This design comes from an exercise in tuning for small area on the open sky130 flow, not from production work. In this exercise RTL edits were held to simulation tests only and were not proved equivalent to the original.

==> inputs of amber <==
==> flow/design.v <==
`timescale 1ns/1ps
module slotCompactor
(
	input logic [3:0] ctrlVector_i,
	input logic [135:0] fetchSlots_i,
	input logic [3:0] tailPtr_i,
	output logic [135:0] laneSlots_o,    
	output logic [2:0] bundleCount_o,
	output logic [15:0] ctiTags_o
);
	localparam int FetchWidth = 4;
	logic [2:0] prefix [FetchWidth+1];    
	logic [3:0] tag [FetchWidth];
	logic [4:0] tagSum [FetchWidth];
	function automatic logic [4:0] add5(input logic [4:0] a, input logic [4:0] b);
		logic [4:0] s;
		logic c;
		c = 1'b0;
		for (int i = 0; i < 5; i++)
		begin
			s[i] = a[i] ^ b[i] ^ c;
			c = (a[i] & b[i]) | (c & (a[i] ^ b[i]));
		end
		add5 = s;
	endfunction
	logic [4:0] prefixSum [FetchWidth+1];
	always_comb
	begin
		prefixSum[0] = '0;
		for (int i = 0; i < FetchWidth; i++)
			prefixSum[i+1] = add5(prefixSum[i], {4'd0, ctrlVector_i[i]});
		for (int i = 0; i <= FetchWidth; i++)
			prefix[i] = prefixSum[i][2:0];
	end
	always_comb
	begin
		for (int i = 0; i < FetchWidth; i++)
		begin
			tagSum[i] = add5({1'b0, tailPtr_i}, {2'b00, prefix[i]});
			tag[i] = tagSum[i][3:0];
			ctiTags_o[4*i +: 4] = ctrlVector_i[i] ? tag[i] : 4'd0;
		end
	end
	always_comb
	begin
		laneSlots_o = '0;
		for (int j = 0; j < FetchWidth; j++)
			for (int i = 0; i < FetchWidth; i++)
				if (ctrlVector_i[i] && tag[i][1:0] == 2'(j))
					laneSlots_o[34*j +: 34] = laneSlots_o[34*j +: 34] | fetchSlots_i[34*i +: 34];
		bundleCount_o = prefix[FetchWidth];
	end
endmodule
`timescale 1ns/1ps
module queuePointers
(
	input logic clk,
	input logic reset,
	input logic recover_i,
	input logic stall_i,
	input logic fetchReady_i,
	input logic [2:0] allocCount_i,
	input logic resolveValid_i,
	input logic [3:0] commitVector_i,
	output logic [3:0] tailPtr_o,
	output logic [15:0] headSel_o,
	output logic [15:0] allocWe_o,
	output logic resolveEn_o,
	output logic updateEn_o,
	output logic queueFull_o
);
	logic [3:0] headPtr;
	logic [15:0] headSel;           
	logic [4:0] occupancy;
	logic [4:0] committedCount;     
	logic [2:0] commitCount;
	logic [4:0] occupancyFill;
	logic accept;
	function automatic logic [4:0] add5(input logic [4:0] a, input logic [4:0] b);
		logic [4:0] s;
		logic c;
		c = 1'b0;
		for (int i = 0; i < 5; i++)
		begin
			s[i] = a[i] ^ b[i] ^ c;
			c = (a[i] & b[i]) | (c & (a[i] ^ b[i]));
		end
		add5 = s;
	endfunction
	logic [4:0] commitSum;
	assign commitSum = add5(add5({4'd0, commitVector_i[0]}, {4'd0, commitVector_i[1]}),
		add5({4'd0, commitVector_i[2]}, {4'd0, commitVector_i[3]}));
	assign commitCount = commitSum[2:0];
	assign occupancyFill = add5(occupancy, {2'b00, allocCount_i});
	assign queueFull_o = occupancyFill > 5'd16;
	assign accept = fetchReady_i & ~stall_i & ~queueFull_o & ~recover_i;
	assign updateEn_o = (|committedCount) & ~recover_i;
	always_ff @(posedge clk)
	begin
		if (reset)
		begin
			headPtr <= '0;
			headSel <= 16'd1;
			occupancy <= '0;
			committedCount <= '0;
		end
		else if (recover_i)
		begin
			occupancy <= {1'b0, committedCount[3:0]};
			committedCount <= {1'b0, committedCount[3:0]};
		end
		else
		begin
			if (updateEn_o)
			begin
				headPtr <= headPtrInc;
				headSel <= {headSel[14:0], headSel[15]};
			end
			occupancy <= add5(accept ? occupancyFill : occupancy, {5{updateEn_o}});
			committedCount <= add5(add5(committedCount, {2'b00, commitCount}), {5{updateEn_o}});
		end
	end
	logic [4:0] headPtrSum;
	logic [4:0] tailPtrSum;
	logic [3:0] headPtrInc;
	assign headPtrSum = add5({1'b0, headPtr}, 5'd1);
	assign headPtrInc = headPtrSum[3:0];
	assign tailPtrSum = add5({1'b0, headPtr}, {1'b0, occupancy[3:0]});
	assign tailPtr_o = tailPtrSum[3:0];
	assign headSel_o = headSel;
	logic [15:0] tailSel;
	logic [3:0] fill;               
	always_comb
	begin
		for (int e = 0; e < 16; e++)
			tailSel[e] = tailPtr_o == 4'(e);
		for (int k = 0; k < 4; k++)
			fill[k] = allocCount_i > 3'(k);
		for (int e = 0; e < 16; e++)
			allocWe_o[e] = accept & ((tailSel[e] & fill[0]) | (tailSel[(e+15)%16] & fill[1])
				| (tailSel[(e+14)%16] & fill[2]) | (tailSel[(e+13)%16] & fill[3]));
	end
	assign resolveEn_o = resolveValid_i & ~recover_i;
endmodule
`timescale 1ns/1ps
module entryStorage
(
	input logic clk,
	input logic [135:0] laneSlots_i,
	input logic [15:0] allocWe_i,
	input logic [36:0] resolve_i,
	input logic resolveEn_i,
	input logic [15:0] headSel_i,
	output logic [66:0] update_o
);
	localparam int CtiQueueDepth = 16;
	logic [33:0] entrySlot [CtiQueueDepth];      
	logic [32:0] entryResolve [CtiQueueDepth];   
	always_ff @(posedge clk)
	begin
		for (int e = 0; e < CtiQueueDepth; e++)
		begin
			if (allocWe_i[e])
				entrySlot[e] <= laneSlots_i[34*(e%4) +: 34];
			if (resolveEn_i && resolve_i[36:33] == 4'(e))
				entryResolve[e] <= resolve_i[32:0];
		end
	end
	logic [33:0] headSlot;
	logic [32:0] headResolve;
	always_comb
	begin
		headSlot = '0;
		headResolve = '0;
		for (int e = 0; e < CtiQueueDepth; e++)
		begin
			headSlot = headSlot | ({34{headSel_i[e]}} & entrySlot[e]);
			headResolve = headResolve | ({33{headSel_i[e]}} & entryResolve[e]);
		end
	end
	assign update_o = {headSlot[33:2], headResolve[32:1], headSlot[1:0], headResolve[0]};
endmodule
`timescale 1ns/1ps
module ctiQueue
(
	input logic clk,
	input logic reset,
	input logic recover_i,
	input logic stall_i,
	input logic fetchReady_i,
	input logic [3:0] ctrlVector_i,
	input logic [135:0] fetchSlots_i,
	output logic [15:0] ctiTags_o,
	input logic resolveValid_i,
	input logic [36:0] resolve_i,
	input logic [3:0] commitVector_i,
	output logic updateEn_o,
	output logic [66:0] update_o,
	output logic queueFull_o
);
	logic [3:0] tailPtr;
	logic [15:0] headSel;
	logic [135:0] laneSlots;
	logic [2:0] bundleCount;
	logic [15:0] allocWe;
	logic resolveEn;
	slotCompactor compactor
	(
		.ctrlVector_i(ctrlVector_i),
		.fetchSlots_i(fetchSlots_i),
		.tailPtr_i(tailPtr),
		.laneSlots_o(laneSlots),
		.bundleCount_o(bundleCount),
		.ctiTags_o(ctiTags_o)
	);
	queuePointers pointers
	(
		.clk(clk),
		.reset(reset),
		.recover_i(recover_i),
		.stall_i(stall_i),
		.fetchReady_i(fetchReady_i),
		.allocCount_i(bundleCount),
		.resolveValid_i(resolveValid_i),
		.commitVector_i(commitVector_i),
		.tailPtr_o(tailPtr),
		.headSel_o(headSel),
		.allocWe_o(allocWe),
		.resolveEn_o(resolveEn),
		.updateEn_o(updateEn_o),
		.queueFull_o(queueFull_o)
	);
	entryStorage storage
	(
		.clk(clk),
		.laneSlots_i(laneSlots),
		.allocWe_i(allocWe),
		.resolve_i(resolve_i),
		.resolveEn_i(resolveEn),
		.headSel_i(headSel),
		.update_o(update_o)
	);
endmodule
==> flow/flow/run.sh <==
#!/bin/bash
# The standard layout (the standard.sh: standard synthesis, then ORFS to the final layout),
# with these changes:
# - port buffers are sky130_fd_sc_hd__buf_1 instead of the delay cell buffer_ports picks;
# - clock tree synthesis uses clkbuf_4 with small sink clusters (9 sinks, 35 um) and inserts no dummy loads.
# make's full output goes to flow_make.log here; each ORFS step keeps its own log under orfs/logs.
set -euo pipefail
bash standard.sh \
	"BUFFER_PORTS_ARGS=-buffer_cell sky130_fd_sc_hd__buf_1" \
	"CTS_ARGS=-sink_clustering_enable -repair_clock_nets -dont_use_dummy_load -buf_list sky130_fd_sc_hd__clkbuf_4 -sink_clustering_size 9 -sink_clustering_max_diameter 35" \
	finish > flow_make.log 2>&1
==> flow/standard.sh <==
#!/bin/bash
# synth_recipe.tcl (not shown) runs the flow's synth.tcl, then flattens the netlist and writes it again
# the make line also repeats each setting of config.mk as NAME=value (left out here)
make -C /OpenROAD-flow-scripts/flow DESIGN_CONFIG=/design/flow/config.mk WORK_HOME=/design/flow/orfs CLKGATE_MAP_FILE= SYNTH_SCRIPT=/design/flow/synth_recipe.tcl "${@:-finish}"
==> flow/config.mk <==
export PLATFORM = sky130hd
export DESIGN_NAME = ctiQueue
export DESIGN_NICKNAME = ctiQueue
export VERILOG_FILES = /design/flow/design.v
export SDC_FILE = /design/flow/constraint.sdc
export NUM_CORES = 4
export LEC_CHECK = 0
export CAP_MARGIN = 20
export CORE_MARGIN = 2
export CORE_UTILIZATION = 80
export SLEW_MARGIN = 20
==> flow/constraint.sdc <==
create_clock -name core_clock -period 7.0 [get_ports {clk}]
set_input_delay 1.4000 -clock core_clock [delete_from_list [all_inputs] [get_ports {clk}]]
set_output_delay 1.4000 -clock core_clock [all_outputs]
set_load 0.01 [all_outputs]
==> pepper: changes against amber <==
==> flow/design.v, changed modules only <==
module slotCompactor
(
	input logic [3:0] ctrlVector_i,
	input logic [135:0] fetchSlots_i,
	input logic [3:0] tailPtr_i,
	output logic [135:0] laneSlots_o,    
	output logic [2:0] bundleCount_o,
	output logic [15:0] ctiTags_o
);
	localparam int FetchWidth = 4;
	logic [2:0] prefix [FetchWidth+1];    
	logic [3:0] tag [FetchWidth];
	always_comb
	begin
		prefix[0] = '0;
		for (int i = 0; i < FetchWidth; i++)
			prefix[i+1] = prefix[i] + {2'b00, ctrlVector_i[i]};
	end
	always_comb
	begin
		for (int i = 0; i < FetchWidth; i++)
		begin
			tag[i] = tailPtr_i + {1'b0, prefix[i]};
			ctiTags_o[4*i +: 4] = ctrlVector_i[i] ? tag[i] : 4'd0;
		end
	end
	always_comb
	begin
		laneSlots_o = '0;
		for (int j = 0; j < FetchWidth; j++)
			for (int i = 0; i < FetchWidth; i++)
				if (ctrlVector_i[i] && tag[i][1:0] == 2'(j))
					laneSlots_o[34*j +: 34] = laneSlots_o[34*j +: 34] | fetchSlots_i[34*i +: 34];
		bundleCount_o = prefix[FetchWidth];
	end
endmodule
module queuePointers
(
	input logic clk,
	input logic reset,
	input logic recover_i,
	input logic stall_i,
	input logic fetchReady_i,
	input logic [2:0] allocCount_i,
	input logic resolveValid_i,
	input logic [3:0] commitVector_i,
	output logic [3:0] tailPtr_o,
	output logic [15:0] headSel_o,
	output logic [15:0] allocWe_o,
	output logic resolveEn_o,
	output logic updateEn_o,
	output logic queueFull_o
);
	logic [3:0] headPtr;
	logic [15:0] headSel;           
	logic [4:0] occupancy;
	logic [4:0] committedCount;     
	logic [2:0] commitCount;
	logic [4:0] occupancyFill;
	logic accept;
	assign commitCount = {2'b00, commitVector_i[0]} + {2'b00, commitVector_i[1]}
		+ {2'b00, commitVector_i[2]} + {2'b00, commitVector_i[3]};
	assign occupancyFill = occupancy + {2'b00, allocCount_i};
	assign queueFull_o = occupancyFill > 5'd16;
	assign accept = fetchReady_i & ~stall_i & ~queueFull_o & ~recover_i;
	assign updateEn_o = (|committedCount) & ~recover_i;
	always_ff @(posedge clk)
	begin
		if (reset)
		begin
			headPtr <= '0;
			headSel <= 16'd1;
			occupancy <= '0;
			committedCount <= '0;
		end
		else if (recover_i)
		begin
			occupancy <= {1'b0, committedCount[3:0]};
			committedCount <= {1'b0, committedCount[3:0]};
		end
		else
		begin
			if (updateEn_o)
			begin
				headPtr <= headPtr + 4'd1;
				headSel <= {headSel[14:0], headSel[15]};
			end
			occupancy <= (accept ? occupancyFill : occupancy) - {4'd0, updateEn_o};
			committedCount <= committedCount + {2'b00, commitCount} - {4'd0, updateEn_o};
		end
	end
	assign tailPtr_o = headPtr + occupancy[3:0];
	assign headSel_o = headSel;
	logic [15:0] tailSel;
	logic [3:0] fill;               
	always_comb
	begin
		for (int e = 0; e < 16; e++)
			tailSel[e] = tailPtr_o == 4'(e);
		for (int k = 0; k < 4; k++)
			fill[k] = allocCount_i > 3'(k);
		for (int e = 0; e < 16; e++)
			allocWe_o[e] = accept & ((tailSel[e] & fill[0]) | (tailSel[(e+15)%16] & fill[1])
				| (tailSel[(e+14)%16] & fill[2]) | (tailSel[(e+13)%16] & fill[3]));
	end
	assign resolveEn_o = resolveValid_i & ~recover_i;
endmodule
==> flow/flow/run.sh (replaced) <==
#!/bin/bash
# The standard layout (the standard.sh: standard synthesis, then ORFS to the final layout),
# with these changes:
# - port buffers are sky130_fd_sc_hd__buf_1 instead of the delay cell buffer_ports picks;
# - clock tree synthesis inserts no dummy loads;
# - power recovery after global routing downsizes gates on paths with slack.
# make's full output goes to flow_make.log here; each ORFS step keeps its own log under orfs/logs.
set -euo pipefail
bash standard.sh \
	"BUFFER_PORTS_ARGS=-buffer_cell sky130_fd_sc_hd__buf_1" \
	"CTS_ARGS=-sink_clustering_enable -repair_clock_nets -dont_use_dummy_load" \
	RECOVER_POWER=100 \
	finish > flow_make.log 2>&1
Settings changed: CORE_UTILIZATION 80 to 70.
==> flow_metrics.tcl <==
set metrics [dict create \
    drv_slew 768 \
    clockPowerShare 0.264 \
    status "finished with violations" \
    crit_start "pointers.headSel[15]" \
    check-failures "capacitance limit, slew limit" \
    max-slew-margin-rel -1.10 \
    maxCapViolCount 26 \
    hpwl_um 70500 \
    num_tap_cells 790 \
]
(the above is from pepper)
==> flow_metrics.tcl <==
set metrics [dict create \
    grt_use_met2 0.723 \
    num_tap_cells 696 \
    clockPowerShare 0.184 \
    fin_hold_ws_ns 0.532 \
    maxCapViolCount 0 \
    crit_start "ctrlVector_i[0]" \
    hpwl_um 69200 \
    fin_util 0.865 \
    postCtsSetupBuffers 0 \
    drv_slew 0 \
    status "finished clean" \
    max-slew-margin-rel 0.159 \
]
(the above is from amber)

==> afterwards: timing with drivers on the ports <==
The results above use ideal ports. As a check the final layouts listed here were re-extracted and re-timed, cells and wires unchanged.
Step 1: set_driving_cell puts a clkbuf_16 on clk and a buf_2 on each other input, an assumption about the parent block.
Step 2 moves the port delays by t, midway between the first and last clock arrival at a register: inputs arrive t later, outputs are due t later. That takes back most of the time a late clock gives input paths.
a / b / c = ideal / step 1 / step 2; a / b = the first two.
run	t, ns	setup slack, ns	worst setup path at the end	latest minus earliest clock arrival (ns)	pins driven straight from the clock port
amber	1.085	0.944 / 0.916 / 0.193	input to register	0.089 / 0.089	1
pepper	0.695	0.650 / 0.577 / 0.155	input to register	0.066 / 0.067	1
The setup slack of amber, which loses most, moves by -0.028 ns with the drivers and by -0.751 ns with both steps.
